Source: an optimization exercise on an open RTL-to-GDS flow (aim: a short achievable clock period). Production flows keep margins and buffers that such runs may drop.
Function was checked by simulation only, so behaviour that the tests miss may differ from the original.
Power and IR drop assume default switching activity.

File: design/flow/run.sh
#!/bin/bash
# synth_recipe.tcl (not shown) runs the flow's synth.tcl, then flattens the netlist and writes it again
# the make line also repeats each setting of config.mk as NAME=value (left out here)
make -C /OpenROAD-flow-scripts/flow DESIGN_CONFIG=/design/flow/config.mk WORK_HOME=/design/flow/orfs CLKGATE_MAP_FILE= SYNTH_SCRIPT=/design/flow/synth_recipe.tcl finish
File: design/flow/config.mk
export PLATFORM = sky130hd
export DESIGN_NAME = radar_pulse_controller
export DESIGN_NICKNAME = radar_pulse_controller
export VERILOG_FILES = /design/flow/design.v
export SDC_FILE = /design/flow/constraint.sdc
export NUM_CORES = 4
export LEC_CHECK = 0
export CAP_MARGIN = 20
export CORE_MARGIN = 2
export CORE_UTILIZATION = 40
export SLEW_MARGIN = 20
File: design/flow/constraint.sdc
create_clock -name core_clock -period 2.9 [get_ports {aclk}]
set_input_delay 0.5800 -clock core_clock [delete_from_list [all_inputs] [get_ports {aclk}]]
set_output_delay 0.5800 -clock core_clock [all_outputs]
set_load 0.01 [all_outputs]
File: design/flow/design.v
package radar_pkg;
  localparam int word_w = 32;
  localparam int param_bus_w = 4 * word_w;
  localparam int prf_count_w = 2 * word_w;
  localparam logic [word_w-1:0] chirp_count_max_init = 32'h0000_0dff;
  localparam logic [word_w-1:0] chirp_tuning_coef_init = 32'h0000_0001;
  localparam logic [word_w-1:0] chirp_freq_offset_init = 32'h0000_0b00;
  localparam logic [word_w-1:0] chirp_ctrl_word_init = 32'h0000_0020;
  localparam logic [word_w-1:0] prf_int_init = 32'h0000_0000;
  localparam logic [word_w-1:0] prf_frac_init = 32'h1d4c_0000;
  localparam logic [word_w-1:0] adc_sample_count_init = 32'h0000_01fe;
  localparam logic [3:0] process_cycles = 4'd2;
  localparam logic [3:0] overhead_cycles = 4'd2;
  typedef enum logic [2:0] {
    idle     = 3'b000,
    active   = 3'b001,
    chirp    = 3'b010,
    collect  = 3'b011,
    process  = 3'b100,
    overhead = 3'b111
  } gen_state_t;
endpackage
`timescale 1ns/1ps
module param_sync #(
  parameter logic [radar_pkg::word_w-1:0] reset_value = '0
) (
  input  logic                          aclk,
  input  logic                          aresetn,
  input  logic [radar_pkg::word_w-1:0]  din,
  output logic [radar_pkg::word_w-1:0]  dout
);
  logic [radar_pkg::word_w-1:0] din_r;
  logic [radar_pkg::word_w-1:0] din_rr;
  logic [radar_pkg::word_w-1:0] din_rrr;
  always_ff @(posedge aclk) begin
    if (!aresetn) begin
      din_r   <= reset_value;
      din_rr  <= reset_value;
      din_rrr <= reset_value;
    end else begin
      din_r  <= din;
      din_rr <= din_r;
      if (din_rrr != din_rr) begin
        din_rrr <= din_rr;
      end
    end
  end
  assign dout = din_rrr;
endmodule
`timescale 1ns/1ps
module pulse_timers (
  input  logic                          aclk,
  input  logic                          aresetn,
  input  logic [radar_pkg::word_w-1:0]  prf_int,
  input  logic [radar_pkg::word_w-1:0]  prf_frac,
  input  logic [radar_pkg::word_w-1:0]  adc_count,
  input  radar_pkg::gen_state_t         state,
  output logic                          prf_done,
  output logic                          collect_done,
  output logic                          process_done,
  output logic                          overhead_done
);
  logic [radar_pkg::prf_count_w-1:0] prf_count_max;
  logic [radar_pkg::word_w-1:0]      adc_count_max;
  always_ff @(posedge aclk) begin
    if (!aresetn) begin
      prf_count_max <= {radar_pkg::prf_int_init, radar_pkg::prf_frac_init};
      adc_count_max <= radar_pkg::adc_sample_count_init;
    end else begin
      prf_count_max <= {prf_int, prf_frac};
      adc_count_max <= adc_count;
    end
  end
  logic [radar_pkg::prf_count_w-1:0] prf_count;
  logic [radar_pkg::word_w-1:0]      collect_count;
  logic [3:0]             process_count;
  logic [3:0]             overhead_count;
  always_ff @(posedge aclk) begin
    if (!aresetn) begin
      prf_count <= '0;
    end else if (state == radar_pkg::idle) begin
      prf_count <= prf_count_max;
    end else if (state == radar_pkg::active && prf_count != '0) begin
      prf_count <= prf_count - 1'b1;
    end
  end
  always_ff @(posedge aclk) begin
    if (!aresetn) begin
      collect_count <= '0;
    end else if (state == radar_pkg::idle) begin
      collect_count <= adc_count_max;
    end else if (state == radar_pkg::collect && collect_count != '0) begin
      collect_count <= collect_count - 1'b1;
    end
  end
  always_ff @(posedge aclk) begin
    if (!aresetn) begin
      process_count <= '0;
    end else if (state == radar_pkg::idle) begin
      process_count <= radar_pkg::process_cycles;
    end else if (state == radar_pkg::process && process_count != '0) begin
      process_count <= process_count - 1'b1;
    end
  end
  always_ff @(posedge aclk) begin
    if (!aresetn) begin
      overhead_count <= '0;
    end else if (state == radar_pkg::idle) begin
      overhead_count <= radar_pkg::overhead_cycles;
    end else if (state == radar_pkg::overhead && overhead_count != '0) begin
      overhead_count <= overhead_count - 1'b1;
    end
  end
  assign prf_done = (prf_count == '0);
  assign collect_done = (collect_count <= 32'd1);
  assign process_done = (process_count <= 4'd1);
  assign overhead_done = (overhead_count <= 4'd1);
endmodule
`timescale 1ns/1ps
module pulse_sequencer (
  input  logic                   aclk,
  input  logic                   aresetn,
  input  logic                   chirp_ready,
  input  logic                   chirp_active,
  input  logic                   chirp_done,
  input  logic                   prf_done,
  input  logic                   collect_done,
  input  logic                   process_done,
  input  logic                   overhead_done,
  output radar_pkg::gen_state_t  state,
  output logic                   chirp_init,
  output logic                   chirp_enable,
  output logic                   adc_enable
);
  radar_pkg::gen_state_t next_state;
  always_comb begin
    next_state = state;
    case (state)
      radar_pkg::idle: begin
        if (chirp_ready) begin
          next_state = radar_pkg::active;
        end
      end
      radar_pkg::active: begin
        if (chirp_ready && prf_done) begin
          next_state = radar_pkg::chirp;
        end
      end
      radar_pkg::chirp: begin
        if (chirp_done) begin
          next_state = radar_pkg::collect;
        end
      end
      radar_pkg::collect: begin
        if (collect_done) begin
          next_state = radar_pkg::process;
        end
      end
      radar_pkg::process: begin
        if (process_done) begin
          next_state = radar_pkg::overhead;
        end
      end
      radar_pkg::overhead: begin
        if (overhead_done) begin
          next_state = radar_pkg::idle;
        end
      end
      default: begin
        next_state = radar_pkg::idle;
      end
    endcase
  end
  always_ff @(posedge aclk) begin
    if (!aresetn) begin
      state <= radar_pkg::idle;
    end else begin
      state <= next_state;
    end
  end
  always_ff @(posedge aclk) begin
    if (!aresetn) begin
      chirp_enable <= 1'b0;
      chirp_init   <= 1'b0;
      adc_enable   <= 1'b0;
    end else begin
      chirp_enable <= (state == radar_pkg::chirp);
      chirp_init <= (state == radar_pkg::chirp) && !chirp_active && !chirp_enable;
      adc_enable <= (state == radar_pkg::chirp) || (state == radar_pkg::collect);
    end
  end
endmodule
`timescale 1ns/1ps
module radar_pulse_controller (
  input  logic                               aclk,
  input  logic                               aresetn,
  input  logic                               chirp_ready,
  input  logic                               chirp_active,
  input  logic                               chirp_done,
  input  logic [radar_pkg::word_w-1:0]       chirp_time_int,
  input  logic [radar_pkg::word_w-1:0]       chirp_time_frac,
  input  logic [radar_pkg::word_w-1:0]       adc_sample_time,
  input  logic [radar_pkg::param_bus_w-1:0]  chirp_parameters_in,
  output logic [radar_pkg::param_bus_w-1:0]  chirp_parameters_out,
  output logic                               chirp_init,
  output logic                               chirp_enable,
  output logic                               adc_enable
);
  logic [radar_pkg::word_w-1:0] ch_counter_max;
  logic [radar_pkg::word_w-1:0] ch_tuning_coef;
  logic [radar_pkg::word_w-1:0] ch_freq_offset;
  logic [radar_pkg::word_w-1:0] ch_ctrl_word;
  logic [radar_pkg::word_w-1:0] prf_int;
  logic [radar_pkg::word_w-1:0] prf_frac;
  logic [radar_pkg::word_w-1:0] adc_count;
  radar_pkg::gen_state_t gen_state;
  logic       prf_done;
  logic       collect_done;
  logic       process_done;
  logic       overhead_done;
  param_sync #(.reset_value(radar_pkg::chirp_count_max_init)) counter_max_sync_i (
    .aclk(aclk), .aresetn(aresetn),
    .din(chirp_parameters_in[radar_pkg::word_w-1:0]), .dout(ch_counter_max)
  );
  param_sync #(.reset_value(radar_pkg::chirp_tuning_coef_init)) tuning_coef_sync_i (
    .aclk(aclk), .aresetn(aresetn),
    .din(chirp_parameters_in[2*radar_pkg::word_w-1:radar_pkg::word_w]), .dout(ch_tuning_coef)
  );
  param_sync #(.reset_value(radar_pkg::chirp_freq_offset_init)) freq_offset_sync_i (
    .aclk(aclk), .aresetn(aresetn),
    .din(chirp_parameters_in[3*radar_pkg::word_w-1:2*radar_pkg::word_w]), .dout(ch_freq_offset)
  );
  param_sync #(.reset_value(radar_pkg::chirp_ctrl_word_init)) ctrl_word_sync_i (
    .aclk(aclk), .aresetn(aresetn),
    .din(chirp_parameters_in[4*radar_pkg::word_w-1:3*radar_pkg::word_w]), .dout(ch_ctrl_word)
  );
  assign chirp_parameters_out = {ch_ctrl_word, ch_freq_offset, ch_tuning_coef, ch_counter_max};
  param_sync #(.reset_value(radar_pkg::prf_int_init)) prf_int_sync_i (
    .aclk(aclk), .aresetn(aresetn), .din(chirp_time_int), .dout(prf_int)
  );
  param_sync #(.reset_value(radar_pkg::prf_frac_init)) prf_frac_sync_i (
    .aclk(aclk), .aresetn(aresetn), .din(chirp_time_frac), .dout(prf_frac)
  );
  param_sync #(.reset_value(radar_pkg::adc_sample_count_init)) adc_count_sync_i (
    .aclk(aclk), .aresetn(aresetn), .din(adc_sample_time), .dout(adc_count)
  );
  pulse_timers pulse_timers_i (
    .aclk          (aclk),
    .aresetn       (aresetn),
    .prf_int       (prf_int),
    .prf_frac      (prf_frac),
    .adc_count     (adc_count),
    .state         (gen_state),
    .prf_done      (prf_done),
    .collect_done  (collect_done),
    .process_done  (process_done),
    .overhead_done (overhead_done)
  );
  pulse_sequencer pulse_sequencer_i (
    .aclk          (aclk),
    .aresetn       (aresetn),
    .chirp_ready   (chirp_ready),
    .chirp_active  (chirp_active),
    .chirp_done    (chirp_done),
    .prf_done      (prf_done),
    .collect_done  (collect_done),
    .process_done  (process_done),
    .overhead_done (overhead_done),
    .state         (gen_state),
    .chirp_init    (chirp_init),
    .chirp_enable  (chirp_enable),
    .adc_enable    (adc_enable)
  );
endmodule
==> results.cfg <==
[outcome]
status = no timing/DRC/antenna violations

[logic_synthesis]
synth_most_common_cell = sky130_fd_sc_hd__dfxtp_1
synth.yosys.warnings = 9
ffs_w_async_s_r_synth = 0
synth.ff_latch_count = 878
syn_area_per_cell_um2 = 11.1
seq_area_frac_synth = 0.653
syn-instance-count = 2421
share_of_yosys_cell_area_claimed_by_the_top_area_cell_type = 0.653
leading_cell_types_by_count_after_synthesis = 878 x sky130_fd_sc_hd__dfxtp_1, 662 x sky130_fd_sc_hd__and2_1, 117 x sky130_fd_sc_hd__clkbuf_1
synth-edff-count = 0
post_synth_main_area_contributors = sky130_fd_sc_hd__dfxtp_1 65%, sky130_fd_sc_hd__and2_1 15%, sky130_fd_sc_hd__nand2b_1 2.5%
mapped_nets = 2659
synth_flop_cell = sky130_fd_sc_hd__dfxtp_1
synth.largest_area_cell = sky130_fd_sc_hd__dfxtp_1
netlist_area_um2 = 26900
synth_cell_types = 62

[floorplan]
initial_core_utilization = 0.402
std_cell_rows = 95
coreArea_um2 = 66900
chip_height_um = 263
die_area_um2 = 69300
ioPinCount = 360
fp.dieW_um = 263

[sta]
clock.fmax_mhz = 361
finalClockSkew_ns = 0.0337
setup_repair_after_global_routing_missed_its_margin = no
final-hold-violation-count = 0
finalSetupTns_ns = 0
timing.final.crit_share = 0.954
drv_slew = 0
finalWorstSetupSlack_ns = 0.133
finalCriticalPeriod_ns = 2.77
final_number_of_setup_violating_endpoints = 0
worst-slew-pin-transition_ns = 0.769
fin_worst_hold_slack_ns = 0.387
max_slew_margin = 0.488

[setup_path]
critPathLaunch = pulse_timers_i.prf_count[18]
worst_r2r_endpoint = pulse_timers_i.prf_count[33]
cp.arrival_ns = 3.32
setup.worst_path.end_class = register
worstPathMaxFanout = 7
crit_path_start_kind = register
critical_path_required_ns = 3.45
setup.worst_path.class = reg -> reg
r2r-start = pulse_timers_i.prf_count[18]
worstRegToRegCells = 8
worst-r2r-setup-slack_ns = 0.13

[drt]
drt_pass1_iterations = 5
drcViolationCount = 0
wl_per_cell_um = 14.8
dr.first_iter.drc_count = 1005
route.final.wire_length_mm = 55.2
route.detailed.vias_per_inst = 4.56
detailroute.via_count = 17000
postRouteAntennaNets = 0

[cts]
cts.htree.levels = 3
clock_tree_from_tritoncts = done
clk_transition_reported_paths_ns = 0.06
postCtsHoldBufs = 0
maximum_clock_insertion_buffer_count = 3
clk_root_buffer_cell = sky130_fd_sc_hd__clkbuf_16
latest_clock_arrival_within_the_worst_skew_pair_ns = 0.64
clock_sink_count = 878
cts_made_buffers = 89

[finish]
final_cell_count_no_fill = 3722
largest_registers = pulse_timers_i.prf_count x64, pulse_timers_i.prf_count_max x64
fin_util = 0.516
final_layout_size_suffix_gt1_frac = 0.0805
layout-area-overhead-vs-synth_pct = 28.3
nNetsFinal = 3019
finish.instance_area_um2 = 34500

[placed_design]
gp_congestion = 0.851
dp.cells = 3561
io_buffer_count = 359
place_ws_ns = 0.0718
dpl-instance-area_um2 = 31500
dpl.hpwl_mm = 37.0

[min_path]
whs_endpoint = pulse_timers_i.prf_count[27]
timing.hold.worst.start = aresetn
worstHoldPathCells = 3
classification_of_the_worst_slack_hold_path = in -> reg

[grt]
grt_pass1_vias = 16700
gr-total-overflow = 0
grt_first_pass_wirelength_mm = 88.0
largest_net_degree_at_the_start_of_global_routing = 178
antenna_found_initial = 8
global_route.usage.total = 0.156

[power]
p_total_mw = 25.9
p_leak_nw = 13.4
pwr_density_cell_nw_per_um2 = 750
worst_ir_drop_vdd_uv = 547

[job]
maxCapViolCount = 0
-- routing by layer --
layer,GRT usage,routed length [µm],vias to the layer above
li1,-,-,8658
met1,0.198,24500,7804
met2,0.245,24700,422
met3,0.0587,4730,94
met4,0.0559,1310,10
met5,0,67,-
-- where the power goes --
group	internal (mW)	total (mW)	switching, mW
clock	6.86	11.5	4.64
combinational	0.850	1.63	0.782
sequential	12.6	12.8	0.200
-- area by class of cell --
cell class	count	area, µm²
antenna	3	7.51
clock buffer	124	2580
clock inverter	32	443
fill	5929	32400
inverter	13	48.8
multi-input combinational	1395	8740
sequential	878	17600
tap	873	1090
timing repair buffer	404	4040
-- repair_timing --
action                     CTS  global route
gates resized for setup      0             1
setup endpoints to repair    0             8
buffers inserted             0             2
-- kinds of logic (layout without fill, tap and decap cells) --
logic type,Yosys count,in the layout,synth area share
other,0,3,0
XOR/XNOR,47,47,0.0153
buffers and inverters,148,573,0.0223
flip-flops,878,878,0.653
multiplexers,2,2,0.000837
adder cells (fa/ha/maj),9,9,0.00419
AND/OR/NAND/NOR,1076,1076,0.247
AO/OA/AOI/OAI,261,261,0.0566
-- placed cells by master, fill, tap and decap left out, types with 3 or more instances in the layout --
cell type and count:
sky130_fd_sc_hd__clkbuf_1 14, sky130_fd_sc_hd__a211oi_1 12, sky130_fd_sc_hd__o21ai_0 113, sky130_fd_sc_hd__and3_1 4, sky130_fd_sc_hd__nor3_2 3, sky130_fd_sc_hd__or3_1 34, sky130_fd_sc_hd__clkbuf_8 20, sky130_fd_sc_hd__nand4_1 8
sky130_fd_sc_hd__xor2_1 13, sky130_fd_sc_hd__and2_1 662, sky130_fd_sc_hd__a21oi_1 52, sky130_fd_sc_hd__nand2_1 31, sky130_fd_sc_hd__bufinv_16 7, sky130_fd_sc_hd__nand2b_1 108, sky130_fd_sc_hd__nor2_1 50, sky130_fd_sc_hd__inv_1 13
sky130_fd_sc_hd__or2_2 11, sky130_fd_sc_hd__nor4_1 32, sky130_fd_sc_hd__or3_2 5, sky130_fd_sc_hd__ha_1 9, sky130_fd_sc_hd__o211ai_1 5, sky130_fd_sc_hd__nor4b_1 5, sky130_fd_sc_hd__nand3b_1 6, sky130_fd_sc_hd__clkbuf_16 90
sky130_fd_sc_hd__buf_4 37, sky130_fd_sc_hd__nand3_1 23, sky130_fd_sc_hd__dfxtp_1 878, sky130_fd_sc_hd__clkinv_2 13, sky130_fd_sc_hd__xnor2_1 34, sky130_fd_sc_hd__clkdlybuf4s50_1 358, sky130_fd_sc_hd__nor3_1 32, sky130_fd_sc_hd__or4_4 6
sky130_fd_sc_hd__nor4_2 5, sky130_fd_sc_hd__and4_1 4, sky130_fd_sc_hd__o31ai_1 20, sky130_fd_sc_hd__a31oi_1 41, sky130_fd_sc_hd__or4_1 34, sky130_fd_sc_hd__diode_2 3, sky130_fd_sc_hd__buf_12 8, sky130_fd_sc_hd__clkinvlp_4 5
-- worst max-delay path, stage by stage (launching register included) --
cell and delay (ns):
sky130_fd_sc_hd__dfxtp_1 0.34, sky130_fd_sc_hd__or4_4 0.59, sky130_fd_sc_hd__or3_1 0.41, sky130_fd_sc_hd__nor4_2 0.34, sky130_fd_sc_hd__buf_4 0.19, sky130_fd_sc_hd__o211ai_1 0.08, sky130_fd_sc_hd__buf_4 0.18, sky130_fd_sc_hd__or3_2 0.40
sky130_fd_sc_hd__a31oi_1 0.17
-- worst max path at each step --
stage                                   endpoint  slack [ns]  depth (start not counted)
finish              pulse_timers_i.prf_count[33]        0.13                          8
global route        pulse_timers_i.prf_count[46]        0.02                          6
CTS                 pulse_timers_i.prf_count[34]        0.07                          6
detailed placement  pulse_timers_i.prf_count[34]        0.07                          6
global placement    pulse_timers_i.prf_count[36]        0.16                          6
floorplan           pulse_timers_i.prf_count[51]        0.33                          8

## re-timing with driven ports
In the flow no input, the clock included, has a driving cell. The finished layout below was timed again as built, in two steps.
Step 1 assumes that a clkbuf_16 drives the clock port and a buf_2 every other input.
Step 2, shift: input delay + t, output delay - t, t = (earliest + latest rising clock arrival at the registers) / 2. This alone moves slack from input paths to output paths.
a / b / c = no drivers / after step 1 / after step 2; a / b = the first two.
t (ns): 0.686
setup slack, ns: 0.133 / 0.133 / 0.133
worst hold slack (ns): 0.387 / 0.383 / 0.387
worst setup path after step 2: register to register
cell pins on the clock port's net: 1
After both steps setup and hold are still met in this run. The setup slack of this run moves by 0.000 ns with the drivers and by 0.000 ns with both steps.
